This design comes from an exercise in tuning for small area, a short achievable clock period and few clock cycles per item on the open sky130 flow, not from production work.
RTL that was checked went through simulation tests only; none was proved equivalent to the original.
No functional check of the RTL was part of run 7.
Power and IR drop assume default switching activity.

<file path="design.v">
package lrb_pkg;
    localparam int unsigned TIME_W = 32;
    localparam int unsigned MS_W = 31;
    localparam int unsigned CFG_IDX_W = 2;
    localparam logic [2:0] MODE_TICK = 3'd0;
    localparam logic [2:0] MODE_LINK_UP = 3'd1;
    localparam logic [2:0] MODE_LINK_DOWN = 3'd2;
    localparam logic [2:0] MODE_RECONNECT = 3'd3;
    localparam logic [2:0] MODE_START_FAILED = 3'd4;
    localparam logic [CFG_IDX_W-1:0] CFG_INITIAL_RETRY = 2'd0;
    localparam logic [CFG_IDX_W-1:0] CFG_MAX_RETRY = 2'd1;
    localparam logic [CFG_IDX_W-1:0] CFG_ATTEMPT_TIMEOUT = 2'd2;
    localparam logic [CFG_IDX_W-1:0] CFG_SETTLE = 2'd3;
    typedef struct packed {
        logic [4:0]        mode_oh;
        logic [TIME_W-1:0] now_ms;
        logic              link_up;
        logic              have_credentials;
        logic              scan_busy;
    } lrb_item_t;
    typedef struct packed {
        logic [MS_W-1:0] initial_retry_ms;
        logic [MS_W-1:0] max_retry_ms;
        logic [MS_W-1:0] attempt_timeout_ms;
        logic [MS_W-1:0] settle_ms;
    } lrb_cfg_t;
endpackage
module lrb_cfg_regs (
    input  logic                          clk,
    input  logic                          rst_n,
    input  logic                          wr_en,
    input  logic [lrb_pkg::CFG_IDX_W-1:0] wr_index,
    input  logic [lrb_pkg::MS_W-1:0]      wr_data,
    output lrb_pkg::lrb_cfg_t             cfg
);
    lrb_pkg::lrb_cfg_t cfg_reg;
    always_ff @(posedge clk or negedge rst_n)
    begin
        if (!rst_n)
        begin
            cfg_reg.initial_retry_ms <= lrb_pkg::MS_W'(1000);
            cfg_reg.max_retry_ms <= lrb_pkg::MS_W'(60000);
            cfg_reg.attempt_timeout_ms <= lrb_pkg::MS_W'(15000);
            cfg_reg.settle_ms <= lrb_pkg::MS_W'(500);
        end
        else if (wr_en)
        begin
            case (wr_index)
                lrb_pkg::CFG_INITIAL_RETRY: cfg_reg.initial_retry_ms <= wr_data;
                lrb_pkg::CFG_MAX_RETRY: cfg_reg.max_retry_ms <= wr_data;
                lrb_pkg::CFG_ATTEMPT_TIMEOUT: cfg_reg.attempt_timeout_ms <= wr_data;
                lrb_pkg::CFG_SETTLE: cfg_reg.settle_ms <= wr_data;
                default: cfg_reg <= cfg_reg;
            endcase
        end
    end
    assign cfg = cfg_reg;
endmodule
module lrb_step (
    input  logic [4:0]  mode_oh,
    input  logic [31:0] now,
    input  logic        link_up,
    input  logic        have_credentials,
    input  logic        scan_busy,
    input  logic        rr,
    input  logic        att,
    input  logic        rp,
    input  logic        wu,
    input  logic        ntv,
    input  logic [30:0] bo,
    input  logic [31:0] tm,
    input  logic [31:0] ep,
    input  lrb_pkg::lrb_cfg_t cfg,
    input  logic        settle_zero,
    output logic        rr_n,
    output logic        att_n,
    output logic        rp_n,
    output logic        wu_n,
    output logic        ntv_n,
    output logic [30:0] bo_n,
    output logic [31:0] tm_n,
    output logic [31:0] ep_n,
    output logic        conn,
    output logic        disc,
    output logic        nup,
    output logic        ndown
);
    function automatic logic carry_out(input logic [31:0] g, input logic [31:0] p, input logic cin);
        logic [31:0] gg;
        logic [31:0] pp;
        gg = g;
        pp = p;
        for (int d = 1; d < 32; d = d * 2)
        begin
            for (int i = 31; i >= d; i--)
            begin
                gg[i] = gg[i] | (pp[i] & gg[i - d]);
                pp[i] = pp[i] & pp[i - d];
            end
        end
        carry_out = gg[31] | (pp[31] & cin);
    endfunction
    logic        m_tick, m_up, m_down, m_recon, m_fail;
    logic [31:0] add_a;
    logic [30:0] add_b;
    logic [31:0] sum;
    logic [31:0] ntm;
    logic        c31;
    logic        no_wrap;
    logic        reached;
    logic [31:0] tmo_n;
    logic [31:0] csa_s;
    logic [31:0] csa_c;
    logic        csa_k;
    logic        timed_out;
    logic        late;
    logic [31:0] dbl;
    logic [30:0] bo_sched;
    logic        active;
    logic        t_ok, t_rr_go, t_rp, t_att, t_idle, d_s, f_s;
    logic        conn0, conn1, sched0, sched1, sched;
    logic        clr, tm_sum;
    logic [31:0] tm_if0, tm_if1;
    logic [30:0] bo_if0, bo_if1;
    assign {m_fail, m_recon, m_down, m_up, m_tick} = mode_oh;
    assign active = att || link_up;
    assign add_a = m_fail ? tm : now;
    assign add_b = (m_tick && rr) ? (active ? cfg.settle_ms : 31'd0) : bo;
    assign sum   = add_a + {1'b0, add_b};
    assign ntm     = ~tm;
    assign c31     = carry_out({1'b0, now[30:0] & ntm[30:0]}, {1'b1, now[30:0] | ntm[30:0]}, 1'b1);
    assign no_wrap = carry_out(now & ntm, now | ntm, 1'b1);
    assign reached = !(now[31] ^ ntm[31] ^ c31);
    assign tmo_n     = ~{1'b0, cfg.attempt_timeout_ms};
    assign csa_s     = now ^ ntm ^ tmo_n;
    assign csa_c     = (now & ntm) | (now & tmo_n) | (ntm & tmo_n);
    assign csa_k     = carry_out({csa_s[31:2] & csa_c[30:1], 2'b00},
                                 {csa_s[31:2] | csa_c[30:1], 2'b11},
                                 csa_s[1] | csa_c[0]);
    assign timed_out = (csa_c[31] && csa_k) || ((csa_c[31] ^ csa_k) && !no_wrap);
    assign dbl      = {bo, 1'b0};
    assign bo_sched = (dbl < {1'b0, cfg.max_retry_ms}) ? dbl[30:0] : cfg.max_retry_ms;
    assign t_ok    = m_tick && have_credentials && !link_up;
    assign t_rr_go = t_ok && rr && !scan_busy && (!att || settle_zero);
    assign t_rp    = t_ok && !rr && rp;
    assign t_att   = t_ok && !rr && !rp && att;
    assign t_idle  = t_ok && !rr && !rp && !att;
    assign d_s     = m_down && have_credentials && !rp;
    assign f_s     = m_fail && att;
    assign late    = t_att ? timed_out : reached;
    assign conn0  = t_rr_go || (t_idle && !ntv);
    assign conn1  = t_rr_go || (t_rp && !scan_busy) || t_idle;
    assign sched0 = f_s || (d_s && !ntv);
    assign sched1 = f_s || d_s || t_att;
    assign conn   = late ? conn1 : conn0;
    assign sched  = late ? sched1 : sched0;
    assign clr    = m_up || (m_tick && (rr || !have_credentials));
    assign tm_sum = m_tick && rr;
    assign rr_n  = m_recon || (rr && !m_tick);
    assign wu_n  = m_up || (wu && !m_down);
    assign ep_n  = (m_up || m_down) ? ep + 32'd1 : ep;
    assign att_n = conn || (att && !(m_up || m_down || m_fail || (m_tick && (rr || !have_credentials)) ||
                                     (t_att && timed_out)));
    assign rp_n  = (m_tick && rr && have_credentials && !t_rr_go) ||
                   (rp && !(m_up || (m_tick && !have_credentials) || conn));
    assign ntv_n = sched || (ntv && !clr && !conn);
    assign tm_if0 = conn0 ? now : ((sched0 || tm_sum) ? sum : tm);
    assign tm_if1 = conn1 ? now : ((sched1 || tm_sum) ? sum : tm);
    assign bo_if0 = (m_up || (m_tick && rr)) ? cfg.initial_retry_ms : (sched0 ? bo_sched : bo);
    assign bo_if1 = (m_up || (m_tick && rr)) ? cfg.initial_retry_ms : (sched1 ? bo_sched : bo);
    assign tm_n   = late ? tm_if1 : tm_if0;
    assign bo_n   = late ? bo_if1 : bo_if0;
    assign disc  = (m_tick && rr && active) || (t_att && timed_out);
    assign nup   = m_up && !wu;
    assign ndown = m_down && wu;
endmodule
module link_reconnect_backoff_controller (
    input  logic                          clk,
    input  logic                          rst_n,
    input  logic                          cfg_wr_en,
    input  logic [lrb_pkg::CFG_IDX_W-1:0] cfg_index,
    input  logic [lrb_pkg::MS_W-1:0]      cfg_wr_data,
    input  logic                          items_valid,
    output logic                          items_ready,
    input  logic [2:0]                    items_mode,
    input  logic [lrb_pkg::TIME_W-1:0]    items_now_ms,
    input  logic                          items_link_up,
    input  logic                          items_have_credentials,
    input  logic                          items_scan_busy,
    output logic                          results_valid,
    input  logic                          results_ready,
    output logic                          results_cmd_connect,
    output logic                          results_cmd_disconnect,
    output logic                          results_notify_up,
    output logic                          results_notify_down,
    output logic                          results_attempt_active,
    output logic [lrb_pkg::TIME_W-1:0]    results_event_epoch,
    output logic [lrb_pkg::MS_W-1:0]      results_current_backoff_ms
);
    lrb_pkg::lrb_cfg_t  cfg;
    lrb_pkg::lrb_item_t s1_item_reg;
    logic        s1_valid_reg;
    logic        out_valid_reg;
    logic        advance;
    logic        settle_zero;
    logic        no_rr_reg, att_reg, rp_reg, wu_reg, ntv_reg;
    logic [30:0] bo_reg;
    logic [31:0] tm_reg;
    logic [31:0] ep_reg;
    logic        rr_n, att_n, rp_n, wu_n, ntv_n;
    logic [30:0] bo_n;
    logic [31:0] tm_n;
    logic [31:0] ep_n;
    logic        conn, disc, nup, ndown;
    logic [3:0]  cmd_reg;
    lrb_cfg_regs u_cfg (
        .clk      (clk),
        .rst_n    (rst_n),
        .wr_en    (cfg_wr_en),
        .wr_index (cfg_index),
        .wr_data  (cfg_wr_data),
        .cfg      (cfg)
    );
    assign settle_zero = (cfg.settle_ms == '0);
    lrb_step u_step (
        .mode_oh          (s1_item_reg.mode_oh),
        .now              (s1_item_reg.now_ms),
        .link_up          (s1_item_reg.link_up),
        .have_credentials (s1_item_reg.have_credentials),
        .scan_busy        (s1_item_reg.scan_busy),
        .rr               (!no_rr_reg),
        .att              (att_reg),
        .rp               (rp_reg),
        .wu               (wu_reg),
        .ntv              (ntv_reg),
        .bo               (bo_reg),
        .tm               (tm_reg),
        .ep               (ep_reg),
        .cfg              (cfg),
        .settle_zero      (settle_zero),
        .rr_n             (rr_n),
        .att_n            (att_n),
        .rp_n             (rp_n),
        .wu_n             (wu_n),
        .ntv_n            (ntv_n),
        .bo_n             (bo_n),
        .tm_n             (tm_n),
        .ep_n             (ep_n),
        .conn             (conn),
        .disc             (disc),
        .nup              (nup),
        .ndown            (ndown)
    );
    assign advance = s1_valid_reg && (!out_valid_reg || results_ready);
    assign items_ready = !s1_valid_reg || advance;
    always_ff @(posedge clk)
    begin
        if (items_valid && items_ready)
        begin
            s1_item_reg.mode_oh <= {items_mode == lrb_pkg::MODE_START_FAILED,
                                    items_mode == lrb_pkg::MODE_RECONNECT,
                                    items_mode == lrb_pkg::MODE_LINK_DOWN,
                                    items_mode == lrb_pkg::MODE_LINK_UP,
                                    items_mode == lrb_pkg::MODE_TICK};
            s1_item_reg.now_ms <= items_now_ms;
            s1_item_reg.link_up <= items_link_up;
            s1_item_reg.have_credentials <= items_have_credentials;
            s1_item_reg.scan_busy <= items_scan_busy;
        end
        if (advance)
        begin
            cmd_reg <= {conn, disc, nup, ndown};
            tm_reg <= tm_n;
        end
    end
    always_ff @(posedge clk or negedge rst_n)
    begin
        if (!rst_n)
        begin
            s1_valid_reg <= 1'b0;
            out_valid_reg <= 1'b0;
            no_rr_reg <= 1'b0;
            att_reg <= 1'b0;
            rp_reg <= 1'b0;
            wu_reg <= 1'b0;
            ntv_reg <= 1'b0;
            bo_reg <= '0;
            ep_reg <= '0;
        end
        else
        begin
            if (items_ready)
            begin
                s1_valid_reg <= items_valid;
            end
            if (advance)
            begin
                out_valid_reg <= 1'b1;
                no_rr_reg <= !rr_n;
                att_reg <= att_n;
                rp_reg <= rp_n;
                wu_reg <= wu_n;
                ntv_reg <= ntv_n;
                bo_reg <= bo_n;
                ep_reg <= ep_n;
            end
            else if (results_ready)
            begin
                out_valid_reg <= 1'b0;
            end
        end
    end
    assign results_valid = out_valid_reg;
    assign results_cmd_connect = cmd_reg[3];
    assign results_cmd_disconnect = cmd_reg[2];
    assign results_notify_up = cmd_reg[1];
    assign results_notify_down = cmd_reg[0];
    assign results_attempt_active = att_reg;
    assign results_event_epoch = ep_reg;
    assign results_current_backoff_ms = bo_reg;
endmodule
</file>
<file path="flow/run.sh">
#!/bin/bash
# The standard layout, with two changes:
# - the smallest plain buffer as the port buffer (every port is still buffered; the
#   standard flow picks a delay cell, and the footprint-matched resizing keeps it);
# - no separate half/full adder extraction before ABC maps the logic (the same
#   synthesis otherwise, so the same registers with the same names and cells).
set -euo pipefail
export BUFFER_PORTS_ARGS="-buffer_cell sky130_fd_sc_hd__buf_1"
export ADDER_MAP_FILE=
bash standard.sh > standard.log 2>&1
</file>
<file path="standard.sh">
#!/bin/bash
# synth_recipe.tcl (not shown) runs the flow's synth.tcl, then flattens the netlist and writes it again
# the make line also repeats each setting of config.mk as NAME=value (left out here)
make -C /OpenROAD-flow-scripts/flow DESIGN_CONFIG=/design/flow/config.mk WORK_HOME=/design/flow/orfs CLKGATE_MAP_FILE= SYNTH_SCRIPT=/design/flow/synth_recipe.tcl "${@:-finish}"
</file>
<file path="config.mk">
export PLATFORM = sky130hd
export DESIGN_NAME = link_reconnect_backoff_controller
export DESIGN_NICKNAME = link_reconnect_backoff_controller
export VERILOG_FILES = /design/flow/design.v
export SDC_FILE = /design/flow/constraint.sdc
export NUM_CORES = 4
export LEC_CHECK = 0
export CAP_MARGIN = 20
export CORE_MARGIN = 2
export CORE_UTILIZATION = 40
export CTS_CLUSTER_DIAMETER = 200
export CTS_CLUSTER_SIZE = 20
export GPL_ROUTABILITY_DRIVEN = 0
export SETUP_SLACK_MARGIN = 3.5
export SLEW_MARGIN = 20
</file>
<file path="constraint.sdc">
create_clock -name core_clock -period 7.5 [get_ports {clk}]
set_input_delay 1.5000 -clock core_clock [delete_from_list [all_inputs] [get_ports {clk}]]
set_output_delay 1.5000 -clock core_clock [all_outputs]
set_load 0.01 [all_outputs]
</file>
==> flow_metrics.env, run 1 <==
export IMPL_p_leak_nw=6.873
export IMPL_cap_violations=0
export IMPL_synth_nets=1625
export IMPL_drt_iter0_markers=948
export IMPL_arrival_ps=4290
export IMPL_end_kind="flip-flop"
export IMPL_synth_enable_flop_cells=76
export IMPL_yosys_warnings=3
export IMPL_hpwlAfterDp_mm=31.57
export IMPL_layout_drive_gt1_share_pct=16.84
export IMPL_grt_busiest_layer="met2"
export IMPL_crit_path_max_fanout=14
export IMPL_fill_cells=3787
export IMPL_cts_max_level=1
export IMPL_synth_seq_cells=270
export IMPL_synth_avg_cell_area_um2=10.33
export IMPL_vias=12210
export IMPL_drc=0
export IMPL_tritoncts="yes"
export IMPL_cellPowerDensity_nw_per_um2=352.5
export IMPL_port_buffers=145
export IMPL_cp_start_kind="flip-flop"
export IMPL_syn_to_final_growth_pct=12.64
export IMPL_synth_top_cell_by_area="dfrtp_1"
export IMPL_worst_pin_slew_ps=890.4
export IMPL_period_share_pct=52.30
export IMPL_yosys_top_cells_area="dfrtp_1, edfxtp_1, mux2_2"
export IMPL_synthCells=1549
export IMPL_ant_nets=0
export IMPL_cts_sinks=270
export IMPL_final_common_cell="dfrtp_1"
export IMPL_fp_dieW_um=204
export IMPL_overflow=0
export IMPL_use_met1_pct=30.18
export IMPL_pre_cts_slack_ps=2626
export IMPL_hold_class="reg2reg"
export IMPL_status="finished clean"
export IMPL_grt_setup_unrepaired="true"
export IMPL_final_nets=1758
export IMPL_worst_r2r_path_depth=14
export IMPL_yosysSeqAreaShare_pct=44.81
export IMPL_slew_headroom_pct=40.64
export IMPL_largest_register_ffs=124
export IMPL_wl_mm=43.52
export IMPL_start_util_pct=40.36
export IMPL_numCtsBuffers=17
export IMPL_fin_crit_ps=3923
export IMPL_io_pins=146
export IMPL_antenna_cells=0
export IMPL_die_y_um=204
export IMPL_setup_viol=0
export IMPL_rows=73
export IMPL_crit_required_ps=7860
export IMPL_clockRootBuffer="clkbuf_16"
export IMPL_setup_slack_ps=3577
export IMPL_grt_pass1_vias=11910
export IMPL_setup_tns_ps=0
export IMPL_final_cell_mix="dfrtp_1, buf_1, nor2_1, mux2_2, xnor2_1"
export IMPL_synth_top_area_share_pct=26.27
export IMPL_viasPerCell=5.507
export IMPL_ys_types=77
export IMPL_grt_max_degree=160
export IMPL_crit_type="reg2reg"
export IMPL_hold_viol_final=0
export IMPL_synth_main_ff_cell="dfrtp_1"
export IMPL_grt_usage_pct=20.71
export IMPL_clk_latency_ps=510
export IMPL_skew_ps=25.67
export IMPL_dr_pass1_iters=6
export IMPL_grt_pass1_wl_mm=67.94
export IMPL_wl_per_cell_um=19.63
export IMPL_ir_drop_mv=0.1462
export IMPL_async_flop_share_pct=71.85
export IMPL_cts_buffer_depth=3
export IMPL_syn_area_um2=16000
export IMPL_fmax_ghz=0.2549
export IMPL_dieArea_um2=41620
export IMPL_grt_use_met3_pct=3.316
export IMPL_grtUsageMet2_pct=32.58
export IMPL_slew_violations=0
export IMPL_hold_depth=1
export IMPL_clk_pin_slew_ps=100
export IMPL_antenna_found_initial=1
export IMPL_core_um2=39640
-- path summary, 6_finish.rpt --
check                                      from                 to  slack (ps)
worst max-delay path                  no_rr_reg         tm_reg[31]        3580
worst min-delay path            s1_item_reg[38]          no_rr_reg         480
worst max register to register        no_rr_reg         tm_reg[31]        3580
worst min register to register  s1_item_reg[38]          no_rr_reg         480
max in group asynchronous                 rst_n            att_reg        5200
min in group asynchronous                 rst_n  u_cfg.cfg_reg[46]         990
-- metal layers --
layer	vias up	routed length, um
met1	6023	20720
met2	300	19550
li1	5837	-
met3	48	2543
met4	0	701
met5	-	0
-- cells by family (layout without fill, tap and decap cells) --
family          count (synthesis)  in the layout  share of synthesized area [%]
simple gates                  375            375                          10.81
compound gates                334            334                          14.15
flops                         270            270                          44.81
mux                           204            204                          13.91
xor+xnor                      170            170                          9.306
buf+inv                       140            283                          3.495
fa+ha+maj                      56             56                          3.519
-- worst max-delay path, stage by stage, from the launching register on --
cell	delay, ps
dfrtp_2	460
nor2b_4	180
buf_12	180
mux2i_4	310
nand3_1	160
o22a_1	260
a211oi_4	280
a211oi_4	90
o31ai_4	400
a21oi_2	140
o41ai_4	400
a21oi_2	140
maj3_2	330
a311o_1	300
a31oi_1	140
-- final cells by class --
| type | count | area, um^2 | share of cell area, % |
|---|---|---|---|
| repair buffers | 180 | 858.3 | 4.763 |
| clock inverters | 1 | 11.26 | 0.06248 |
| flip-flops and latches | 270 | 7176 | 39.82 |
| inverters | 74 | 277.8 | 1.541 |
| multi-input cells | 1139 | 8576 | 47.58 |
| well taps | 525 | 656.9 | 3.645 |
| clock buffers | 28 | 466.7 | 2.590 |
-- cell usage after synthesis (43+ instances only) --
master      n
mux2i_1    61
xor2_1     45
xnor2_1   125
maj3_1     54
a21oi_1    83
clkbuf_1   43
edfxtp_1   76
o21ai_0    71
nor2_1    144
inv_1      73
nand2_1    95
mux2_2    141
dfrtp_1   168
-- where the power goes --
part | internal (mW) | total [mW] | leakage, nW | switching (mW)
logic | 1.37 | 2.98 | 3.63 | 1.61
registers | 1.95 | 2.43 | 3.02 | 0.472
clock network | 0.433 | 0.950 | 0.229 | 0.517
-- repair_timing --
action	CTS	global route
setup endpoints to repair	82	86
pin swaps	3	8
setup buffers	12	6
gates resized for setup	23	35
hold buffers	0	0
-- per-stage QoR --
step                      hold slack, ps  utilization [%]  power [mW]  instances  area [um^2]
after floorplan                    394.6                -       4.511       1549        16030
after global placement             465.3            43.22       5.176       2170        17130
after detailed placement           469.9            43.22       5.253       2170        17130
after CTS                          483.5            44.92       6.274       2211        17810
after global routing               489.7            45.46       6.806       2217        18020
final                              478.0            45.46       6.353       2217        18020
Testbench counts, summed over its fixed seeds: cycles 12,016, items 12,000.
==> run 2, diff against run 1 <==
--- a/config.mk
+++ b/config.mk
@@ -8,8 +8,7 @@
 export CAP_MARGIN = 20
 export CORE_MARGIN = 2
-export CORE_UTILIZATION = 40
+export CORE_UTILIZATION = 55
 export CTS_CLUSTER_DIAMETER = 200
 export CTS_CLUSTER_SIZE = 20
-export GPL_ROUTABILITY_DRIVEN = 0
 export SETUP_SLACK_MARGIN = 3.5
 export SLEW_MARGIN = 20
==> flow_metrics.env, run 2 <==
export IMPL_final_cells=2090
export IMPL_dr_pass1_iters=7
export IMPL_p_leak_nw=6.943
export IMPL_grt_max_degree=74
export IMPL_wl_per_cell_um=20.35
export IMPL_dieArea_um2=30470
export IMPL_grt_usage_pct=27.47
export IMPL_final_common_cell="dfrtp_1"
export IMPL_viasPerCell=5.958
export IMPL_p_int_mw=3.772
export IMPL_period_share_pct=53.59
export IMPL_gp_routability_congestion=0.8976
export IMPL_largest_register_ffs=124
export IMPL_hold_viol_final=0
export IMPL_swShare_pct=40.74
export IMPL_crit_type="reg2reg"
export IMPL_grt_pass1_vias=11940
export IMPL_crit_required_ps=7860
export IMPL_hpwlAfterDp_mm=30.26
export IMPL_cap_violations=0
export IMPL_io_pins=146
export IMPL_tritoncts="yes"
export IMPL_hold_class="reg2reg"
export IMPL_overflow=0
export IMPL_cts_buffer_depth=3
export IMPL_syn_area_um2=16000
export IMPL_ys_types=77
export IMPL_final_nets=1772
export IMPL_fp_dieW_um=174.6
export IMPL_synthCells=1549
export IMPL_slew_violations=0
export IMPL_synth_seq_cells=270
export IMPL_cellPowerDensity_nw_per_um2=353.2
export IMPL_grt_pass1_wl_mm=66.30
export IMPL_holdBufCountCts=0
export IMPL_final_cell_mix="dfrtp_1, buf_1, nor2_1, mux2_2, xnor2_1"
export IMPL_synth_common_cells="dfrtp_1, nor2_1, mux2_2"
export IMPL_yosys_warnings=3
export IMPL_core_um2=28700
export IMPL_status="finished clean"
export IMPL_cp_start_kind="flip-flop"
export IMPL_p_clk_share_pct=14.8
export IMPL_setup_viol=0
export IMPL_rows=62
export IMPL_die_y_um=174.6
export IMPL_syn_to_final_growth_pct=12.62
export IMPL_synth_top_cell_by_area="dfrtp_1"
export IMPL_skew_ps=26.08
export IMPL_arrival_ps=4380
export IMPL_antenna_cells=0
export IMPL_layout_drive_gt1_share_pct=17.94
export IMPL_fill_cells=2444
export IMPL_clk_latency_ps=520
export IMPL_drt_iter0_markers=984
export IMPL_ir_drop_mv=0.1788
export IMPL_async_flop_share_pct=71.85
export IMPL_worst_pin_slew_ps=936.5
export IMPL_pwr_share_comb_pct=47.0
export IMPL_cts_max_level=1
export IMPL_grt_setup_unrepaired="true"
export IMPL_wl_mm=42.52
export IMPL_regArea_um2=7173
export IMPL_fin_crit_ps=4019
export IMPL_clk_pin_slew_ps=90
export IMPL_vias=12450
export IMPL_placed_cells=2029
export IMPL_synth_avg_cell_area_um2=10.33
export IMPL_yosysSeqAreaShare_pct=44.81
export IMPL_drc=0
export IMPL_synth_top_area_share_pct=26.27
export IMPL_crit_path_max_fanout=7
export IMPL_start_util_pct=55.75
export IMPL_ant_nets=0
export IMPL_seqPwrFrac_pct=38.2
export IMPL_synth_enable_flop_cells=76
export IMPL_clockRootBuffer="clkbuf_16"
export IMPL_cts_sinks=270
export IMPL_synth_nets=1625
export IMPL_fmax_ghz=0.2488
export IMPL_slew_headroom_pct=37.57
export IMPL_end_kind="flip-flop"
export IMPL_yosysMostFrequentCell="dfrtp_1"
export IMPL_yosys_top_cells_area="dfrtp_1, edfxtp_1, mux2_2"
export IMPL_numCtsBuffers=17
export IMPL_port_buffers=145
export IMPL_synth_main_ff_cell="dfrtp_1"
export IMPL_antenna_found_initial=0
export IMPL_setup_tns_ps=0
export IMPL_p_sw_mw=2.593
export IMPL_multi_input_area_um2=8605
==> run 2: power groups by stage <==
stage | registers [mW] | clock network [mW] | logic [mW]
after floorplan | 2.28 | 0 | 2.23
after global placement | 2.43 | 0 | 2.74
after detailed placement | 2.44 | 0 | 2.80
after CTS | 2.41 | 0.966 | 2.88
after global routing | 2.49 | 1.02 | 3.30
final | 2.43 | 0.945 | 2.99
==> run 2: kinds of logic (layout without fill, tap and decap cells) <==
| group | after synthesis | count (layout) | synth area share, % |
|---|---|---|---|
| AO/OA/AOI/OAI | 334 | 335 | 14.15 |
| XOR/XNOR | 170 | 170 | 9.306 |
| adder cells (fa/ha/maj) | 56 | 56 | 3.519 |
| buffers and inverters | 140 | 296 | 3.495 |
| flip-flops | 270 | 270 | 44.81 |
| multiplexers | 204 | 204 | 13.91 |
| AND/OR/NAND/NOR | 375 | 375 | 10.81 |
==> run 2: per-stage QoR <==
| stage | setup slack [ps] | total power, mW | utilization, % | area [um^2] | hold WS, ps |
|---|---|---|---|---|---|
| 2_1_floorplan | 3492 | 4.511 | - | 16030 | 394.6 |
| 3_3_place_gp | 2988 | 5.176 | 59.03 | 16940 | 450.2 |
| 3_5_place_dp | 2872 | 5.240 | 59.03 | 16940 | 451.0 |
| 4_1_cts | 3464 | 6.260 | 61.47 | 17640 | 445.5 |
| 5_1_grt | 3381 | 6.806 | 62.78 | 18020 | 465.8 |
| 6_report | 3481 | 6.365 | 62.78 | 18020 | 442.1 |
==> run 2: layout make-up <==
type / count / area share, %
well taps: 384 / 2.666
inverters: 74 / 1.541
multi-input cells: 1140 / 47.75
flip-flops and latches: 270 / 39.81
clock inverters: 2 / 0.1111
clock buffers: 27 / 2.569
repair buffers: 193 / 5.555
==> run 2: critical path: stages (launching register included) <==
cell and delay, ps:
edfxtp_1 400, nor2b_4 170, buf_6 130, clkbuf_16 160, and2_4 200, a22o_4 250, maj3_2 320, a211o_1 280
a221o_1 360, nor2_2 130, a21oi_2 80, o41ai_4 450, a21oi_2 160, maj3_2 320, a311o_1 310, a31oi_1 160
==> run 2: worst paths after layout <==
path | startpoint | end | slack (ps) | cells past startpoint
max | s1_item_reg[35] | tm_reg[31] | 3480 | 15
min | s1_item_reg[38] | no_rr_reg | 440 | 1
max reg2reg | s1_item_reg[35] | tm_reg[31] | 3480 | 15
min reg2reg | s1_item_reg[38] | no_rr_reg | 440 | 1
max in group asynchronous | rst_n | bo_reg[0] | 4930 | 2
min in group asynchronous | rst_n | ep_reg[3] | 1120 | 1
==> run 2: metal layers <==
metal | GRT usage, % | routed length [um]
met3 | 3.412 | 2625
met2 | 41.29 | 18280
met1 | 42.59 | 20770
met5 | 0 | 0
met4 | 5.868 | 847
==> run 2: timing repair <==
item / 4_1_cts / 5_1_grt
endpoints found under the setup margin: 76 / 48
resized for setup: 21 / 42
buffers inserted: 14 / 15
pin swaps: 4 / 24
endpoints found under the hold margin: 0 / 0
gates cloned: 1 / 2
==> run 3, diff against run 2 <==
--- a/config.mk
+++ b/config.mk
@@ -8,7 +8,7 @@
 export CAP_MARGIN = 20
 export CORE_MARGIN = 2
-export CORE_UTILIZATION = 55
+export CORE_UTILIZATION = 40
 export CTS_CLUSTER_DIAMETER = 200
 export CTS_CLUSTER_SIZE = 20
-export SETUP_SLACK_MARGIN = 3.5
+export SETUP_SLACK_MARGIN = 3.75
 export SLEW_MARGIN = 20
==> flow_metrics.env, run 3 <==
export IMPL_crit_required_ps=7860
export IMPL_multi_input_area_um2=8866
export IMPL_syn_to_final_growth_pct=16.62
export IMPL_rows=73
export IMPL_yosysMostFrequentCell="dfrtp_1"
export IMPL_setup_tns_ps=0
export IMPL_tritoncts="yes"
export IMPL_synthCells=1549
export IMPL_fp_dieW_um=204
export IMPL_regArea_um2=7173
export IMPL_p_leak_nw=7.156
export IMPL_clockRootBuffer="clkbuf_16"
export IMPL_slew_headroom_pct=32.72
export IMPL_ys_types=77
export IMPL_cts_sinks=270
export IMPL_whs_endpoint="ep_reg[31]"
export IMPL_ant_nets=0
export IMPL_synthMuxAreaShare_pct=13.91
export IMPL_arrival_ps=4200
export IMPL_status="finished clean"
export IMPL_gp_routability_congestion=0.8676
export IMPL_grt_pass1_vias=12030
export IMPL_dieArea_um2=41620
export IMPL_dr_pass1_iters=6
export IMPL_hold_viol_final=0
export IMPL_synth_main_ff_cell="dfrtp_1"
export IMPL_yosys_top_cells_area="dfrtp_1, edfxtp_1, mux2_2"
export IMPL_synth_compound_area_share_pct=14.15
export IMPL_crit_type="reg2reg"
export IMPL_yosys_warnings=3
export IMPL_fill_cells=3660
export IMPL_synth_common_cells="dfrtp_1, nor2_1, mux2_2"
export IMPL_final_cell_mix="dfrtp_1, buf_1, nor2_1, mux2_2, xnor2_1"
export IMPL_die_y_um=204
export IMPL_synthSimpleGateAreaFrac_pct=10.81
export IMPL_synth_seq_cells=270
export IMPL_hold_class="reg2reg"
export IMPL_largest_register_ffs=124
export IMPL_synth_avg_cell_area_um2=10.33
export IMPL_skew_ps=33.35
export IMPL_numCtsBuffers=17
export IMPL_cts_max_level=1
export IMPL_vias=12490
export IMPL_cp_start_kind="flip-flop"
export IMPL_yosys_area_share_adder_pct=3.519
export IMPL_yosysSeqAreaShare_pct=44.81
export IMPL_period_share_pct=51.19
export IMPL_start_util_pct=40.36
export IMPL_clk_latency_ps=510
export IMPL_cellPowerDensity_nw_per_um2=352.0
export IMPL_worstHoldStart="ep_reg[31]"
export IMPL_fin_crit_ps=3839
export IMPL_grt_usage_pct=20.94
export IMPL_hpwlAfterDp_mm=31.71
export IMPL_crit_path_start="no_rr_reg"
export IMPL_antenna_cells=0
export IMPL_fin_area_um2=18660
export IMPL_grt_pass1_wl_mm=68.68
export IMPL_synth_top_area_share_pct=26.27
export IMPL_worst_r2r_path_depth=15
export IMPL_crit_path_max_fanout=6
export IMPL_fmax_ghz=0.2605
export IMPL_rrSetupSlack_ps=3660
export IMPL_grt_setup_unrepaired="true"
export IMPL_drt_iter0_markers=843
export IMPL_final_common_cell="dfrtp_1"
export IMPL_async_flop_share_pct=71.85
export IMPL_worst_pin_slew_ps=1007
export IMPL_clk_pin_slew_ps=100
export IMPL_synth_top_family_by_area="compound AO/OA/AOI/OAI gates"
export IMPL_layout_drive_gt1_share_pct=20.81
export IMPL_core_um2=39640
export IMPL_io_pins=146
export IMPL_synth_top_cell_by_area="dfrtp_1"
export IMPL_setup_viol=0
export IMPL_rr_endpoint="tm_reg[31]"
export IMPL_ir_drop_mv=0.1675
export IMPL_synth_xor_area_share_pct=9.306
export IMPL_antenna_found_initial=1
export IMPL_wl_per_cell_um=19.83
export IMPL_hold_depth=1
export IMPL_cts_buffer_depth=3
export IMPL_cap_violations=0
export IMPL_end_kind="flip-flop"
export IMPL_final_nets=1792
export IMPL_synth_nets=1625
export IMPL_synth_enable_flop_cells=76
export IMPL_grt_max_degree=76
export IMPL_wl_mm=44.61
export IMPL_slew_violations=0
export IMPL_overflow=0
export IMPL_syn_area_um2=16000
export IMPL_rr_startpoint="no_rr_reg"
export IMPL_viasPerCell=5.549
export IMPL_drc=0
export IMPL_port_buffers=145
export IMPL_postPlaceCellArea_um2=17140
run 3: cell families after synthesis:
family / count (synthesis)
and+or+nand+nor: 375
AOI/OAI and AO/OA: 334
DFF: 270
muxes: 204
xor gates and xnor gates: 170
buffers and inverters: 140
adders and majority gates: 56
run 3: cell type report:
| class | count | area share, % |
|---|---|---|
| multi-input combinational | 1139 | 47.52 |
| sequential | 270 | 38.44 |
| timing repair buffer | 214 | 6.491 |
| tap | 525 | 3.520 |
| clock buffer | 27 | 2.481 |
| inverter | 74 | 1.489 |
| clock inverter | 1 | 0.06035 |
run 3: metrics by stage:
step	worst slack [ps]	total power [mW]	utilization [%]	hold slack [ps]	std cells
6_report	3661	6.568	47.07	479.4	2250
5_1_grt	3540	7.016	47.07	476.3	2250
4_1_cts	3633	6.369	45.80	464.1	2226
3_5_place_dp	2789	5.247	43.24	463.5	2170
3_3_place_gp	3021	5.174	43.24	466.8	2170
2_1_floorplan	3691	4.510	-	394.6	1549
run 3: worst max-delay path, stage by stage, from the launching register on:
cell and delay (ps):
dfrtp_2 450, nor2b_4 180, buf_12 160, buf_12 130, mux2i_4 250, nor2_2 80, maj3_2 340, o31a_1 260
a221o_1 350, nor2_2 160, a21oi_4 90, o41ai_4 320, a21oi_2 130, maj3_2 330, a311o_1 300, a31oi_1 140
run 3: power by group:
part | switching (mW) | internal [mW] | total, mW | leakage [nW]
combinational | 1.68 | 1.51 | 3.18 | 3.91
sequential | 0.486 | 1.95 | 2.44 | 3.02
clock | 0.515 | 0.431 | 0.946 | 0.227
total | 2.68 | 3.89 | 6.57 | 7.16
run 3: worst max path at each step:
stage	depth (start not counted)	endpoint	slack, ps
after floorplan	12	ep_reg[31]	3690
after global placement	14	tm_reg[19]	3020
after detailed placement	14	tm_reg[31]	2790
after CTS	15	tm_reg[31]	3630
after global routing	14	tm_reg[31]	3540
final	15	tm_reg[31]	3660
run 3: routing by layer:
layer	up-vias	track usage, %	share of wire [%]	routed length [um]
li1	5912	-	-	-
met4	2	6.341	3.0	1334
met3	66	3.221	6.1	2726
met5	-	0	0.029	13
met2	340	32.46	45	20120
met1	6165	30.18	46	20420
run 3: what timing repair did:
item | CTS | global route
resized for setup | 69 | 56
hold buffers | 0 | 0
gates cloned | 1 | 1
endpoints found under the hold margin | 0 | 0
pin swaps | 18 | 33
setup endpoints to repair | 90 | 83
setup buffers | 27 | 23
==> run 4, diff against run 3 <==
--- a/config.mk
+++ b/config.mk
@@ -11,4 +11,4 @@
 export CTS_CLUSTER_DIAMETER = 200
 export CTS_CLUSTER_SIZE = 20
-export SETUP_SLACK_MARGIN = 3.75
+export SETUP_SLACK_MARGIN = 3.25
 export SLEW_MARGIN = 20
==> flow_metrics.env, run 4 <==
export IMPL_end_kind="flip-flop"
export IMPL_period_share_pct=54.25
export IMPL_final_cell_mix="dfrtp_1, buf_1, nor2_1, mux2_2, xnor2_1"
export IMPL_tritoncts="yes"
export IMPL_synth_common_cells="dfrtp_1, nor2_1, mux2_2"
export IMPL_cp_start_kind="flip-flop"
export IMPL_grt_pass1_wl_mm=68.21
export IMPL_io_pins=146
export IMPL_synth_enable_flop_cells=76
export IMPL_port_buffers=145
export IMPL_critPathMaxStageDelay_ps=550
export IMPL_m1WireLength_mm=21.04
export IMPL_cellPowerDensity_nw_per_um2=351.4
export IMPL_synth_top_area_share_pct=26.27
export IMPL_gp_routability_congestion=0.8811
export IMPL_clk_pin_slew_ps=90
export IMPL_wl_mm=44.11
export IMPL_hold_depth=1
export IMPL_slew_headroom_pct=38.85
export IMPL_clockRootBuffer="clkbuf_16"
export IMPL_arrival_ps=4440
export IMPL_ys_types=77
export IMPL_vias=12260
export IMPL_synth_seq_cells=270
export IMPL_synth_nets=1625
export IMPL_antenna_found_initial=1
export IMPL_p_sw_mw=2.563
export IMPL_syn_to_final_growth_pct=11.33
export IMPL_routed_wl_met2_mm=20.00
export IMPL_crit_chain="buf_4 -> buf_4 -> o21a_1 -> mux2i_1 -> or2_2 -> maj3_1 -> o31ai_1 -> a221o_1 -> nor2_2 -> a21oi_2 -> o41ai_4 -> a21oi_2 -> maj3_2 -> a311o_1 -> a31oi_1"
export IMPL_grt_max_degree=159
export IMPL_seqPwrFrac_pct=38.8
export IMPL_synth_avg_cell_area_um2=10.33
export IMPL_yosysSeqAreaShare_pct=44.81
export IMPL_numCtsBuffers=17
export IMPL_rr_startpoint="s1_item_reg[2]"
export IMPL_largest_register_ffs=124
export IMPL_crit_path_start="s1_item_reg[2]"
export IMPL_final_nets=1752
export IMPL_core_um2=39640
export IMPL_rows=73
export IMPL_setup_viol=0
export IMPL_p_clk_share_pct=15.2
export IMPL_setup_tns_ps=0
export IMPL_async_flop_share_pct=71.85
export IMPL_rr_endpoint="tm_reg[31]"
export IMPL_cts_buffer_depth=3
export IMPL_cp_top_family="compound AO/OA/AOI/OAI gates"
export IMPL_grt_pass1_vias=11870
export IMPL_power_mw=6.259
export IMPL_synth_top_cell_by_area="dfrtp_1"
export IMPL_overflow=0
export IMPL_p_leak_nw=6.801
export IMPL_hold_viol_final=0
export IMPL_hpwlAfterDp_mm=31.39
export IMPL_yosysMostFrequentCell="dfrtp_1"
export IMPL_rrSetupSlack_ps=3430
export IMPL_cp_buffers_inverters=2
export IMPL_die_y_um=204
export IMPL_layout_drive_gt1_share_pct=15.55
export IMPL_grt_setup_unrepaired="true"
export IMPL_whs_endpoint="no_rr_reg"
export IMPL_yosys_warnings=3
export IMPL_drt_iter0_markers=838
export IMPL_final_common_cell="dfrtp_1"
export IMPL_ant_nets=0
export IMPL_synthCells=1549
export IMPL_p_int_mw=3.697
export IMPL_worstHoldStart="s1_item_reg[38]"
export IMPL_crit_path_max_fanout=8
export IMPL_swShare_pct=40.94
export IMPL_dr_pass1_iters=5
export IMPL_syn_area_um2=16000
export IMPL_wl_met3_mm=2.208
export IMPL_grt_usage_pct=20.84
export IMPL_pwr_share_comb_pct=46.1
export IMPL_worst_pin_slew_ps=917.3
export IMPL_synth_main_ff_cell="dfrtp_1"
export IMPL_fmax_ghz=0.2458
export IMPL_start_util_pct=40.36
export IMPL_cts_max_level=1
export IMPL_clk_latency_ps=510
export IMPL_viasPerCell=5.547
export IMPL_wl_per_cell_um=19.96
export IMPL_fin_crit_ps=4069
export IMPL_ir_drop_mv=0.1955
export IMPL_slowest_stage="edfxtp_1"
export IMPL_fp_dieW_um=204
export IMPL_holdWs_ps=478.7
export IMPL_worst_r2r_path_depth=15
export IMPL_drc=0
export IMPL_crit_required_ps=7870
export IMPL_slew_violations=0
export IMPL_skew_ps=20.79
export IMPL_antenna_cells=0
export IMPL_hold_class="reg2reg"
export IMPL_crit_type="reg2reg"
export IMPL_cap_violations=0
export IMPL_status="finished clean"
export IMPL_dieArea_um2=41620
export IMPL_cts_sinks=270
export IMPL_yosys_top_cells_area="dfrtp_1, edfxtp_1, mux2_2"
export IMPL_top_layer="met5"
[run 4: cell counts after synthesis]
No cell type changed its count.
[run 4: layout make-up]
cell class	instances	area, um^2
Fill cell	3820	21830
Tap cell	525	656.9
Multi-Input combinational cell	1140	8438
Inverter	74	277.8
Timing Repair Buffer	173	795.8
Clock inverter	1	11.26
Clock buffer	27	462.9
Sequential cell	270	7171
[run 4: repair_timing]
item,4_1_cts,5_1_grt
setup endpoints to repair,47,41
endpoints found under the hold margin,0,0
hold buffers,0,0
pin swaps,2,1
gates cloned,1,1
buffers inserted,6,5
resized for setup,10,18
[run 4: how the worst max path moves through the flow]
stage / to / slack, ps / cells past startpoint
6_report: tm_reg[31] / 3430 / 15
4_1_cts: tm_reg[25] / 3270 / 14
3_3_place_gp: ep_reg[31] / 2860 / 13
2_1_floorplan: ep_reg[31] / 3340 / 12
5_1_grt: tm_reg[20] / 3240 / 14
3_5_place_dp: ep_reg[31] / 2710 / 13
[run 4: power groups by stage]
stage,clock [mW],combinational (mW),sequential (mW)
2_1_floorplan,0,2.23,2.28
3_3_place_gp,0,2.75,2.43
3_5_place_dp,0,2.81,2.44
4_1_cts,0.980,2.85,2.41
5_1_grt,1.03,3.19,2.48
6_report,0.950,2.88,2.43
[run 4: kinds of logic (layout without fill, tap and decap cells)]
| group | Yosys count | in the layout | share of synthesized area (%) |
|---|---|---|---|
| xor+xnor | 170 | 170 | 9.306 |
| compound gates | 334 | 335 | 14.15 |
| simple gates | 375 | 375 | 10.81 |
| buf+inv | 140 | 275 | 3.495 |
| flops | 270 | 270 | 44.81 |
| mux | 204 | 204 | 13.91 |
| fa+ha+maj | 56 | 56 | 3.519 |
[run 4: through the flow]
stage | setup WS, ps | utilization, % | std cells | instance area, um^2
6_report | 3431 | 44.94 | 2210 | 17810
5_1_grt | 3239 | 44.94 | 2210 | 17810
4_1_cts | 3267 | 44.59 | 2204 | 17670
3_5_place_dp | 2714 | 43.14 | 2169 | 17100
3_3_place_gp | 2857 | 43.14 | 2169 | 17100
2_1_floorplan | 3338 | - | 1549 | 16010
[run 4: per-layer routing]
metal  vias to the layer above  GRT usage (%)
li1                       5826              -
met1                      6103          30.45
met2                       276          33.10
met3                        51          2.742
met4                         2          4.296
met5                         -              0
[run 4: worst register-to-register path, stage by stage (launching register included)]
cell and delay, ps:
edfxtp_1 550, buf_4 230, buf_4 140, o21a_1 170, mux2i_1 360, or2_2 190
maj3_1 200, o31ai_1 130, a221o_1 410, nor2_2 110, a21oi_2 80, o41ai_4 450
a21oi_2 160, maj3_2 320, a311o_1 310, a31oi_1 130
==> run 5, diff against run 4 <==
--- a/config.mk
+++ b/config.mk
@@ -9,6 +9,7 @@
 export CORE_MARGIN = 2
 export CORE_UTILIZATION = 40
+export CTS_BUF_LIST = sky130_fd_sc_hd__clkbuf_8
 export CTS_CLUSTER_DIAMETER = 200
-export CTS_CLUSTER_SIZE = 20
-export SETUP_SLACK_MARGIN = 3.25
+export CTS_CLUSTER_SIZE = 16
+export SETUP_SLACK_MARGIN = 3.5
 export SLEW_MARGIN = 20
==> flow_metrics.env, run 5 <==
export IMPL_rows=73
export IMPL_cellPowerDensity_nw_per_um2=343.3
export IMPL_clockRootBuffer="clkbuf_8"
export IMPL_end_kind="flip-flop"
export IMPL_fp_dieW_um=204
export IMPL_fin_crit_ps=3955
export IMPL_synth_top_cell_by_area="dfrtp_1"
export IMPL_worst_pin_slew_ps=896.2
export IMPL_synth_avg_cell_area_um2=10.33
export IMPL_dr_pass1_iters=7
export IMPL_drc=0
export IMPL_async_flop_share_pct=71.85
export IMPL_placed_cells=2170
export IMPL_skew_ps=21.16
export IMPL_hold_viol_final=0
export IMPL_syn_to_final_growth_pct=12.81
export IMPL_ant_nets=0
export IMPL_viasPerCell=5.507
export IMPL_crit_type="reg2reg"
export IMPL_yosys_top_cells_area="dfrtp_1, edfxtp_1, mux2_2"
export IMPL_grt_max_degree=160
export IMPL_gp_routability_congestion=0.8897
export IMPL_synth_enable_flop_cells=76
export IMPL_yosys_warnings=3
export IMPL_final_nets=1774
export IMPL_drt_iter0_markers=889
export IMPL_setup_viol=0
export IMPL_clk_latency_ps=570
export IMPL_slew_headroom_pct=40.26
export IMPL_grt_pass1_vias=11970
export IMPL_final_cell_mix="dfrtp_1, buf_1, nor2_1, mux2_2, xnor2_1"
export IMPL_regArea_um2=7176
export IMPL_overflow=0
export IMPL_grt_setup_unrepaired="true"
export IMPL_dieArea_um2=41620
export IMPL_wl_per_cell_um=19.53
export IMPL_io_pins=146
export IMPL_start_util_pct=40.36
export IMPL_synth_seq_cells=270
export IMPL_antenna_found_initial=1
export IMPL_cts_buffer_depth=3
export IMPL_clk_pin_slew_ps=110
export IMPL_crit_path_max_fanout=13
export IMPL_cts_sinks=270
export IMPL_largest_register_ffs=124
export IMPL_status="finished clean"
export IMPL_core_um2=39640
export IMPL_port_buffers=145
export IMPL_synth_main_ff_cell="dfrtp_1"
export IMPL_ys_types=77
export IMPL_yosysSeqAreaShare_pct=44.81
export IMPL_cts_max_level=1
export IMPL_syn_area_um2=16000
export IMPL_setup_tns_ps=0
export IMPL_fill_cells=3813
export IMPL_final_cells=2237
export IMPL_vias=12320
export IMPL_antenna_cells=0
export IMPL_final_common_cell="dfrtp_1"
export IMPL_synth_common_cells="dfrtp_1, nor2_1, mux2_2"
export IMPL_cap_violations=0
export IMPL_grt_pass1_wl_mm=67.75
export IMPL_crit_required_ps=7920
export IMPL_ir_drop_mv=0.1234
export IMPL_arrival_ps=4370
export IMPL_synth_nets=1625
export IMPL_hpwlAfterDp_mm=31.57
export IMPL_p_leak_nw=6.949
export IMPL_yosysMostFrequentCell="dfrtp_1"
export IMPL_cp_start_kind="flip-flop"
export IMPL_holdBufCountCts=0
export IMPL_synth_top_area_share_pct=26.27
export IMPL_tritoncts="yes"
export IMPL_slew_violations=0
export IMPL_grt_usage_pct=20.66
export IMPL_multi_input_area_um2=8605
export IMPL_fmax_ghz=0.2528
export IMPL_synthCells=1549
export IMPL_numCtsBuffers=20
export IMPL_hold_class="reg2reg"
export IMPL_layout_drive_gt1_share_pct=17.87
export IMPL_wl_mm=43.68
export IMPL_die_y_um=204
export IMPL_period_share_pct=52.73
run 5: changes by cell type in the layout (fill, tap and decap cells not counted), sizes merged:
cell    delta
buf       +21
clkbuf     -6
a21oi      -1
inv       +13
run 5: per-layer routing:
| metal | up-vias | share of wire [%] | GRT usage [%] |
|---|---|---|---|
| met5 | - | 0 | 0 |
| met4 | 0 | 1.9 | 4.658 |
| met3 | 51 | 6.5 | 3.603 |
| met2 | 330 | 45 | 32.33 |
| met1 | 6066 | 47 | 29.88 |
| li1 | 5873 | - | - |
run 5: final timing paths:
kind / cells past startpoint / endpoint / slack (ps) / startpoint
worst max-delay path: 14 / tm_reg[31] / 3550 / no_rr_reg
worst min-delay path: 1 / no_rr_reg / 460 / s1_item_reg[38]
worst max register to register: 14 / tm_reg[31] / 3550 / no_rr_reg
worst min register to register: 1 / no_rr_reg / 460 / s1_item_reg[38]
max in group asynchronous: 2 / u_cfg.cfg_reg[59] / 5280 / rst_n
min in group asynchronous: 1 / u_cfg.cfg_reg[41] / 930 / rst_n
run 5: final cells by class:
| type | count | area share [%] |
|---|---|---|
| Clock buffer | 22 | 1.678 |
| Timing Repair Buffer | 193 | 5.428 |
| Sequential cell | 270 | 39.75 |
| Clock inverter | 14 | 0.2911 |
| Multi-Input combinational cell | 1139 | 47.67 |
| Inverter | 74 | 1.539 |
| Tap cell | 525 | 3.639 |
run 5: what timing repair did:
action                                  CTS  global route
gates resized for setup                  29            41
pin swaps                                 4            18
buffers inserted                         14            17
endpoints found under the setup margin   82            76
run 5: logic make-up after synthesis:
group	after synthesis	synth area share, %
adder cells (fa/ha/maj)	56	3.519
buffers and inverters	140	3.495
XOR/XNOR	170	9.306
AO/OA/AOI/OAI	334	14.15
flip-flops	270	44.81
AND/OR/NAND/NOR	375	10.81
multiplexers	204	13.91
run 5: worst max-delay path: stages (launching register included):
cell	delay (ps)
dfrtp_2	450
nor2b_4	190
buf_12	170
mux2i_4	320
a21oi_1	160
o22a_1	230
a211oi_4	320
a211oi_4	100
o31ai_4	390
a21oi_2	130
o41ai_4	400
a21oi_2	130
maj3_2	320
a311o_1	340
a31oi_1	140
run 5: stage by stage:
| step | cell area, um^2 | utilization (%) | power (mW) | hold slack, ps | setup slack [ps] |
|---|---|---|---|---|---|
| 3_5_place_dp | 17130 | 43.22 | 5.253 | 469.9 | 2626 |
| 6_report | 18050 | 45.53 | 6.196 | 461.4 | 3545 |
| 3_3_place_gp | 17130 | 43.22 | 5.176 | 465.3 | 2819 |
| 5_1_grt | 18050 | 45.53 | 6.645 | 489.7 | 3442 |
| 4_1_cts | 17730 | 44.73 | 6.099 | 479.8 | 3512 |
| 2_1_floorplan | 16030 | - | 4.511 | 394.6 | 3492 |
run 5: power breakdown:
part / switching (mW) / leakage (nW) / internal [mW] / total, mW
clock network: 0.493 / 0.233 / 0.272 / 0.765
logic: 1.62 / 3.70 / 1.38 / 3.00
registers: 0.475 / 3.02 / 1.95 / 2.43
total: 2.59 / 6.95 / 3.61 / 6.20
==> run 6, diff against run 5 <==
==> flow/run.sh (replaced) <==
#!/bin/bash
# The standard layout, with three changes:
# - the smallest plain buffer as the port buffer (every port is still buffered; the
#   standard flow picks a delay cell, and the footprint-matched resizing keeps it);
# - no separate half/full adder extraction before ABC maps the logic (the same
#   synthesis otherwise, so the same registers with the same names and cells);
# - ORFS's power recovery after global routing, which downsizes gates off the
#   critical paths.
set -euo pipefail
export BUFFER_PORTS_ARGS="-buffer_cell sky130_fd_sc_hd__buf_1"
export ADDER_MAP_FILE=
export RECOVER_POWER=100
bash standard.sh > standard.log 2>&1
--- a/config.mk
+++ b/config.mk
@@ -9,7 +9,4 @@
 export CORE_MARGIN = 2
 export CORE_UTILIZATION = 40
-export CTS_BUF_LIST = sky130_fd_sc_hd__clkbuf_8
-export CTS_CLUSTER_DIAMETER = 200
-export CTS_CLUSTER_SIZE = 16
 export SETUP_SLACK_MARGIN = 3.5
 export SLEW_MARGIN = 20
==> flow_metrics.env, run 6 <==
export IMPL_p_clk_share_pct=21.6
export IMPL_crit_required_ps=7910
export IMPL_ant_nets=0
export IMPL_swShare_pct=39.31
export IMPL_final_common_cell="dfrtp_1"
export IMPL_critPathMaxStageDelay_ps=720
export IMPL_grt_max_degree=160
export IMPL_synth_common_cells="dfrtp_1, nor2_1, mux2_2"
export IMPL_setup_viol=0
export IMPL_hold_viol_final=0
export IMPL_cts_buffer_depth=3
export IMPL_overflow=0
export IMPL_synth_top_cell_by_area="dfrtp_1"
export IMPL_wl_mm=44.15
export IMPL_crit_chain="nor2b_1 -> clkbuf_1 -> mux2i_1 -> nand3_1 -> o22a_1 -> a211oi_4 -> a211oi_1 -> o31ai_1 -> a21oi_2 -> o41ai_1 -> a21oi_2 -> maj3_2 -> a311o_1 -> a31oi_1"
export IMPL_vias=12410
export IMPL_top_layer="met4"
export IMPL_core_um2=39640
export IMPL_cap_violations=8
export IMPL_pwr_share_comb_pct=42.8
export IMPL_cp_common_cell="a21oi_2"
export IMPL_arrival_ps=5770
export IMPL_wl_met3_mm=2.949
export IMPL_postPlaceCellArea_um2=17130
export IMPL_fmax_ghz=0.1867
export IMPL_drc=0
export IMPL_fin_area_um2=18330
export IMPL_violations="capacitance limit, slew limit"
export IMPL_yosysMostFrequentCell="dfrtp_1"
export IMPL_seqPwrFrac_pct=35.6
export IMPL_final_nets=1775
export IMPL_rows=73
export IMPL_power_mw=6.835
export IMPL_dr_pass1_iters=5
export IMPL_cp_start_kind="flip-flop"
export IMPL_holdBufCountCts=0
export IMPL_synth_main_ff_cell="dfrtp_1"
export IMPL_yosysSeqAreaShare_pct=44.81
export IMPL_p_int_mw=4.149
export IMPL_grt_pass1_wl_mm=68.74
export IMPL_synth_top_area_share_pct=26.27
export IMPL_yosys_warnings=3
export IMPL_viasPerCell=5.517
export IMPL_slew_headroom_pct=-44.44
export IMPL_antenna_found_initial=1
export IMPL_fp_dieW_um=204
export IMPL_layout_drive_gt1_share_pct=16.60
export IMPL_end_kind="flip-flop"
export IMPL_setup_tns_ps=0
export IMPL_crit_path_max_fanout=13
export IMPL_grt_setup_unrepaired="true"
export IMPL_worst_pin_slew_ps=2167
export IMPL_synthCells=1549
export IMPL_status="finished with violations"
export IMPL_fin_crit_ps=5357
export IMPL_synth_enable_flop_cells=76
export IMPL_clk_latency_ps=570
export IMPL_drt_iter0_markers=897
export IMPL_hold_class="reg2reg"
export IMPL_crit_type="reg2reg"
export IMPL_m1WireLength_mm=20.44
export IMPL_tritoncts="yes"
export IMPL_largest_register_ffs=124
export IMPL_p_leak_nw=7.061
export IMPL_synth_avg_cell_area_um2=10.33
export IMPL_slowest_stage="o31ai_1"
export IMPL_final_cell_mix="dfrtp_1, nor2_1, buf_1, mux2_2, xnor2_1"
export IMPL_ys_types=77
export IMPL_hpwlAfterDp_mm=31.57
export IMPL_start_util_pct=40.36
export IMPL_cts_sinks=270
export IMPL_yosys_top_cells_area="dfrtp_1, edfxtp_1, mux2_2"
export IMPL_numCtsBuffers=31
export IMPL_cts_max_level=1
export IMPL_dieArea_um2=41620
export IMPL_synth_seq_cells=270
export IMPL_clk_pin_slew_ps=60
export IMPL_routed_wl_met2_mm=19.91
export IMPL_grt_pass1_vias=12120
export IMPL_clockRootBuffer="clkbuf_16"
export IMPL_grt_usage_pct=21.00
export IMPL_syn_to_final_growth_pct=14.57
export IMPL_wl_per_cell_um=19.63
export IMPL_async_flop_share_pct=71.85
export IMPL_die_y_um=204
export IMPL_synth_nets=1625
export IMPL_gp_routability_congestion=0.8897
export IMPL_syn_area_um2=16000
export IMPL_cellPowerDensity_nw_per_um2=372.9
export IMPL_port_buffers=145
export IMPL_slew_violations=254
export IMPL_period_share_pct=71.43
export IMPL_ir_drop_mv=0.2025
export IMPL_io_pins=146
export IMPL_skew_ps=7.545
export IMPL_p_sw_mw=2.687
export IMPL_fin_util_pct=46.24
run 6: cell types whose count changed in the layout (fill, tap and decap cells not counted), moves of 12 or more:
cell	previous run	this run
clkbuf_8	22	5
clkinv_2	0	12
inv_1	87	74
clkbuf_1	0	20
buf_4	37	19
clkbuf_16	0	33
run 6: cell families after synthesis:
group,Yosys count,share of synthesized area (%)
simple gates,375,10.81
compound gates,334,14.15
flops,270,44.81
mux,204,13.91
xor+xnor,170,9.306
buf+inv,140,3.495
fa+ha+maj,56,3.519
run 6: final cells by class:
cell class / instances / area [um^2]
sequential: 270 / 7173
multi-input combinational: 1139 / 8423
clock buffer: 44 / 917.1
fill: 3789 / 21310
antenna: 1 / 2.502
clock inverter: 13 / 68.82
tap: 525 / 656.9
timing repair buffer: 183 / 812.0
inverter: 74 / 277.8
run 6: path summary, 6_finish.rpt:
check	startpoint	slack [ps]	depth (start not counted)	end
min	s1_item_reg[38]	480	1	no_rr_reg
max in group asynchronous	rst_n	4240	2	u_cfg.cfg_reg[56]
max reg2reg	s1_item_reg[35]	2140	14	tm_reg[31]
min in group asynchronous	rst_n	1530	1	u_cfg.cfg_reg[41]
max	s1_item_reg[35]	2140	14	tm_reg[31]
min reg2reg	s1_item_reg[38]	480	1	no_rr_reg
run 6: worst max-delay path, delay by kind of cell, from the launching register on:
family	cells	cell delay, ps
simple gates	2	540
compound gates	9	2710
flops	1	420
fa+ha+maj	1	350
buf+inv	1	650
mux	1	520
run 6: power by group through the flow:
stage               registers (mW)  clock network, mW  logic, mW
finish                        2.43               1.47       2.93
global route                  2.49               1.57       3.24
CTS                           2.42               1.50       2.90
detailed placement            2.45                  0       2.81
global placement              2.43                  0       2.75
floorplan                     2.28                  0       2.23
run 6: timing repair:
item	4_1_cts	5_1_grt
pin swaps	3	7
setup endpoints to repair	82	85
buffers inserted	11	10
resized for setup	27	32
run 6: per-stage QoR:
step	setup slack (ps)	hold WS, ps	cells
2_1_floorplan	3492	394.6	1549
3_3_place_gp	2819	465.3	2170
3_5_place_dp	2626	469.9	2170
4_1_cts	3469	480.0	2238
5_1_grt	1956	494.2	2249
6_report	2143	478.6	2249
run 6: layer usage:
| layer | global-route usage, % | up-vias |
|---|---|---|
| li1 | - | 5905 |
| met1 | 30.40 | 6082 |
| met2 | 32.60 | 366 |
| met3 | 3.412 | 54 |
| met4 | 5.590 | 0 |
| met5 | 0 | - |
==> run 7, diff against run 6 <==
--- a/design.v
+++ b/design.v
@@ -64,4 +64,5 @@
     input  logic        scan_busy,
     input  logic        rr,
+    input  logic        tick_rr,
     input  logic        att,
     input  logic        rp,
@@ -126,5 +127,5 @@
     assign active = att || link_up;
     assign add_a = m_fail ? tm : now;
-    assign add_b = (m_tick && rr) ? (active ? cfg.settle_ms : 31'd0) : bo;
+    assign add_b = tick_rr ? (active ? cfg.settle_ms : 31'd0) : bo;
     assign sum   = add_a + {1'b0, add_b};
     assign ntm     = ~tm;
@@ -156,5 +157,5 @@
     assign sched  = late ? sched1 : sched0;
     assign clr    = m_up || (m_tick && (rr || !have_credentials));
-    assign tm_sum = m_tick && rr;
+    assign tm_sum = tick_rr;
     assign rr_n  = m_recon || (rr && !m_tick);
     assign wu_n  = m_up || (wu && !m_down);
@@ -162,14 +163,14 @@
     assign att_n = conn || (att && !(m_up || m_down || m_fail || (m_tick && (rr || !have_credentials)) ||
                                      (t_att && timed_out)));
-    assign rp_n  = (m_tick && rr && have_credentials && !t_rr_go) ||
+    assign rp_n  = (tick_rr && have_credentials && !t_rr_go) ||
                    (rp && !(m_up || (m_tick && !have_credentials) || conn));
     assign ntv_n = sched || (ntv && !clr && !conn);
     assign tm_if0 = conn0 ? now : ((sched0 || tm_sum) ? sum : tm);
     assign tm_if1 = conn1 ? now : ((sched1 || tm_sum) ? sum : tm);
-    assign bo_if0 = (m_up || (m_tick && rr)) ? cfg.initial_retry_ms : (sched0 ? bo_sched : bo);
-    assign bo_if1 = (m_up || (m_tick && rr)) ? cfg.initial_retry_ms : (sched1 ? bo_sched : bo);
+    assign bo_if0 = (m_up || tick_rr) ? cfg.initial_retry_ms : (sched0 ? bo_sched : bo);
+    assign bo_if1 = (m_up || tick_rr) ? cfg.initial_retry_ms : (sched1 ? bo_sched : bo);
     assign tm_n   = late ? tm_if1 : tm_if0;
     assign bo_n   = late ? bo_if1 : bo_if0;
-    assign disc  = (m_tick && rr && active) || (t_att && timed_out);
+    assign disc  = (tick_rr && active) || (t_att && timed_out);
     assign nup   = m_up && !wu;
     assign ndown = m_down && wu;
@@ -203,4 +204,5 @@
     logic        out_valid_reg;
     logic        advance;
+    logic        tick_rr_reg;
     logic        settle_zero;
     logic        no_rr_reg, att_reg, rp_reg, wu_reg, ntv_reg;
@@ -230,4 +232,5 @@
         .scan_busy        (s1_item_reg.scan_busy),
         .rr               (!no_rr_reg),
+        .tick_rr          (tick_rr_reg),
         .att              (att_reg),
         .rp               (rp_reg),
@@ -267,4 +270,5 @@
             s1_item_reg.have_credentials <= items_have_credentials;
             s1_item_reg.scan_busy <= items_scan_busy;
+            tick_rr_reg <= (items_mode == lrb_pkg::MODE_TICK) && (advance ? rr_n : !no_rr_reg);
         end
         if (advance)
==> flow/run.sh (replaced) <==
#!/bin/bash
# The standard layout, with two changes:
# - the smallest plain buffer as the port buffer (every port is still buffered; the
#   standard flow picks a delay cell, and the footprint-matched resizing keeps it);
# - no separate half/full adder extraction before ABC maps the logic (the same
#   synthesis otherwise, so the same registers with the same names and cells).
set -euo pipefail
export BUFFER_PORTS_ARGS="-buffer_cell sky130_fd_sc_hd__buf_1"
export ADDER_MAP_FILE=
bash standard.sh > standard.log 2>&1
==> flow_metrics.env, run 7 <==
export IMPL_fmax_ghz=0.2589
export IMPL_fin_crit_ps=3863
export IMPL_cap_violations=0
export IMPL_final_cells=2279
export IMPL_crit_required_ps=7760
export IMPL_crit_chain="xor3_2 -> nor3_1 -> a2111oi_2 -> o311ai_2 -> a2111oi_4 -> o311ai_2 -> o2111ai_2 -> nor3_1 -> a21o_1 -> o2bb2ai_1 -> a22o_1 -> a41oi_4 -> buf_8"
export IMPL_yosysSeqAreaShare_pct=44.09
export IMPL_hpwlAfterDp_mm=32.94
export IMPL_worst_r2r_path_depth=13
export IMPL_synth_top_area_share_pct=25.74
export IMPL_clk_pin_slew_ps=60
export IMPL_grt_pass1_vias=12290
export IMPL_cts_buffer_depth=3
export IMPL_tritoncts="yes"
export IMPL_overflow=0
export IMPL_synth_avg_cell_area_um2=10.42
export IMPL_rr_startpoint="tm_reg[29]"
export IMPL_cts_max_level=1
export IMPL_grt_setup_unrepaired="true"
export IMPL_fin_util_pct=46.79
export IMPL_rrSetupSlack_ps=3640
export IMPL_yosys_top_cells_area="dfrtp_1, edfxtp_1, mux2_2"
export IMPL_vias=12640
export IMPL_placed_cells=2198
export IMPL_largest_register_ffs=124
export IMPL_layout_drive_gt1_share_pct=17.69
export IMPL_clk_latency_ps=590
export IMPL_drc=0
export IMPL_syn_area_um2=16330
export IMPL_wl_per_cell_um=20.02
export IMPL_slew_headroom_pct=34.49
export IMPL_async_flop_share_pct=71.59
export IMPL_synth_common_cells="dfrtp_1, mux2_2, nand2_1"
export IMPL_setup_tns_ps=0
export IMPL_dr_pass1_iters=5
export IMPL_antenna_found_initial=0
export IMPL_synth_main_ff_cell="dfrtp_1"
export IMPL_numCtsBuffers=30
export IMPL_critPathMaxStageDelay_ps=500
export IMPL_synth_seq_cells=271
export IMPL_viasPerCell=5.545
export IMPL_start_util_pct=40.27
export IMPL_worstHoldStart="s1_item_reg[38]"
export IMPL_grt_max_degree=158
export IMPL_antenna_cells=0
export IMPL_rr_endpoint="tm_reg[9]"
export IMPL_ir_drop_mv=0.1871
export IMPL_crit_path_max_fanout=17
export IMPL_ant_nets=0
export IMPL_arrival_ps=4120
export IMPL_drt_iter0_markers=1119
export IMPL_port_buffers=145
export IMPL_yosys_warnings=3
export IMPL_fill_cells=3825
export IMPL_die_y_um=206.1
export IMPL_yosysMostFrequentCell="dfrtp_1"
export IMPL_syn_to_final_growth_pct=16.19
export IMPL_ys_types=86
export IMPL_hold_depth=1
export IMPL_pre_cts_slack_ps=2250
export IMPL_slowest_stage="edfxtp_1"
export IMPL_core_um2=40550
export IMPL_synth_top_cell_by_area="dfrtp_1"
export IMPL_final_cell_mix="dfrtp_1, buf_1, mux2_2, nand2_1, nor2_1"
export IMPL_end_kind="flip-flop"
export IMPL_dieArea_um2=42460
export IMPL_final_common_cell="dfrtp_1"
export IMPL_clockRootBuffer="clkbuf_16"
export IMPL_grt_usage_pct=21.27
export IMPL_grt_pass1_wl_mm=69.93
export IMPL_power_mw=5.558
export IMPL_setup_viol=0
export IMPL_hold_class="reg2reg"
export IMPL_p_leak_nw=7.443
export IMPL_whs_endpoint="no_rr_reg"
export IMPL_crit_type="reg2reg"
export IMPL_wl_mm=45.62
export IMPL_hold_viol_final=0
export IMPL_synth_nets=1643
export IMPL_period_share_pct=51.51
export IMPL_cellPowerDensity_nw_per_um2=292.9
export IMPL_io_pins=146
export IMPL_slew_violations=0
export IMPL_status="finished clean"
export IMPL_fp_dieW_um=206.1
export IMPL_cp_start_kind="flip-flop"
export IMPL_synth_enable_flop_cells=77
export IMPL_setup_slack_ps=3637
export IMPL_cts_sinks=271
export IMPL_skew_ps=36.36
export IMPL_worst_pin_slew_ps=972.3
export IMPL_final_nets=1799
export IMPL_gp_routability_congestion=0.8900
export IMPL_rows=74
export IMPL_synthCells=1567
## run 7: worst max path at each step
stage / startpoint / endpoint / slack, ps / cells after the start
CTS: tm_reg[5] / tm_reg[1] / 3430 / 12
global placement: s1_item_reg[31] / tm_reg[1] / 2370 / 13
floorplan: s1_item_reg[31] / tm_reg[0] / 3530 / 12
global route: s1_item_reg[33] / tm_reg[9] / 3440 / 13
detailed placement: s1_item_reg[31] / tm_reg[1] / 2250 / 13
finish: tm_reg[29] / tm_reg[9] / 3640 / 13
## run 7: worst max-delay path, delay by kind of cell (launching register included)
| kind | cells | cell delay (ps) |
|---|---|---|
| AOI/OAI and AO/OA | 9 | 2220 |
| xor gates and xnor gates | 1 | 380 |
| buffers and inverters | 1 | 230 |
| DFF | 1 | 500 |
| and+or+nand+nor | 2 | 180 |
## run 7: logic make-up after synthesis
kind of cell / share of synthesized area, %
buf+inv: 3.754
compound gates: 15.37
mux: 11.85
simple gates: 12.17
fa+ha+maj: 3.432
flops: 44.09
xor+xnor: 9.339
## run 7: what timing repair did
item,in CTS,in global routing
setup endpoints to repair,95,92
gates resized for setup,28,44
pin swaps,7,8
hold buffers,0,0
cloned,3,0
buffers inserted,11,11
## run 7: metrics by stage
step | hold slack [ps] | cell area [um^2]
2_1_floorplan | 410.1 | 16350
3_3_place_gp | 460.9 | 17430
3_5_place_dp | 473.4 | 17430
4_1_cts | 481.7 | 18680
5_1_grt | 514.0 | 18970
6_report | 480.8 | 18970
## run 7: cell type report
cell class	instances	area [um^2]	area share [%]
Timing Repair Buffer	183	934.6	4.926
Sequential cell	271	7203	37.96
Multi-Input combinational cell	1147	8846	46.62
Tap cell	532	665.6	3.508
Clock inverter	8	62.56	0.3297
Inverter	90	341.6	1.800
Clock buffer	48	920.9	4.853
## run 7: metal layers
layer  vias up  routed length (um)  track usage [%]
met5         -                   0                0
met4         0                 834            5.051
met3        46                2219            3.106
met2       310               21000            33.83
met1      6262               21570            30.56
li1       6020                   -                -
## run 7: where the power goes
part	switching, mW	total [mW]	leakage (nW)	internal, mW
logic	1.03	1.90	3.89	0.873
clock network	0.624	1.47	0.485	0.842
registers	0.353	2.19	3.07	1.84

port drivers added, routing unchanged:
The flow's constraints put no driver on any port. The routed layouts listed below were extracted and timed again, unchanged, in two steps. Step 1 sets driving cells, clkbuf_16 on the clock port and buf_2 on the other inputs (assumed; they add their load-dependent delay and slew). Step 2 times the ports against the registers' clock, not the clock port: input delays grow and output delays shrink by t, the midpoint of the rising clock arrivals with the driver on. a / b / c = ideal / step 1 / step 2; a / b = the first two.
run	t, ns	setup WS [ns]	worst setup path after step 2
run 1	0.552	3.577 / 3.577 / 3.259	input to register
run 2	0.557	3.481 / 3.481 / 3.215	input to register
run 3	0.545	3.661 / 3.661 / 3.366	input to register
run 4	0.554	3.431 / 3.431 / 3.034	input to register
run 5	0.607	3.545 / 3.545 / 3.259	input to register
run 6	0.622	2.143 / 2.143 / 2.143	register to register
run 7	0.631	3.637 / 3.637 / 3.240	input to register
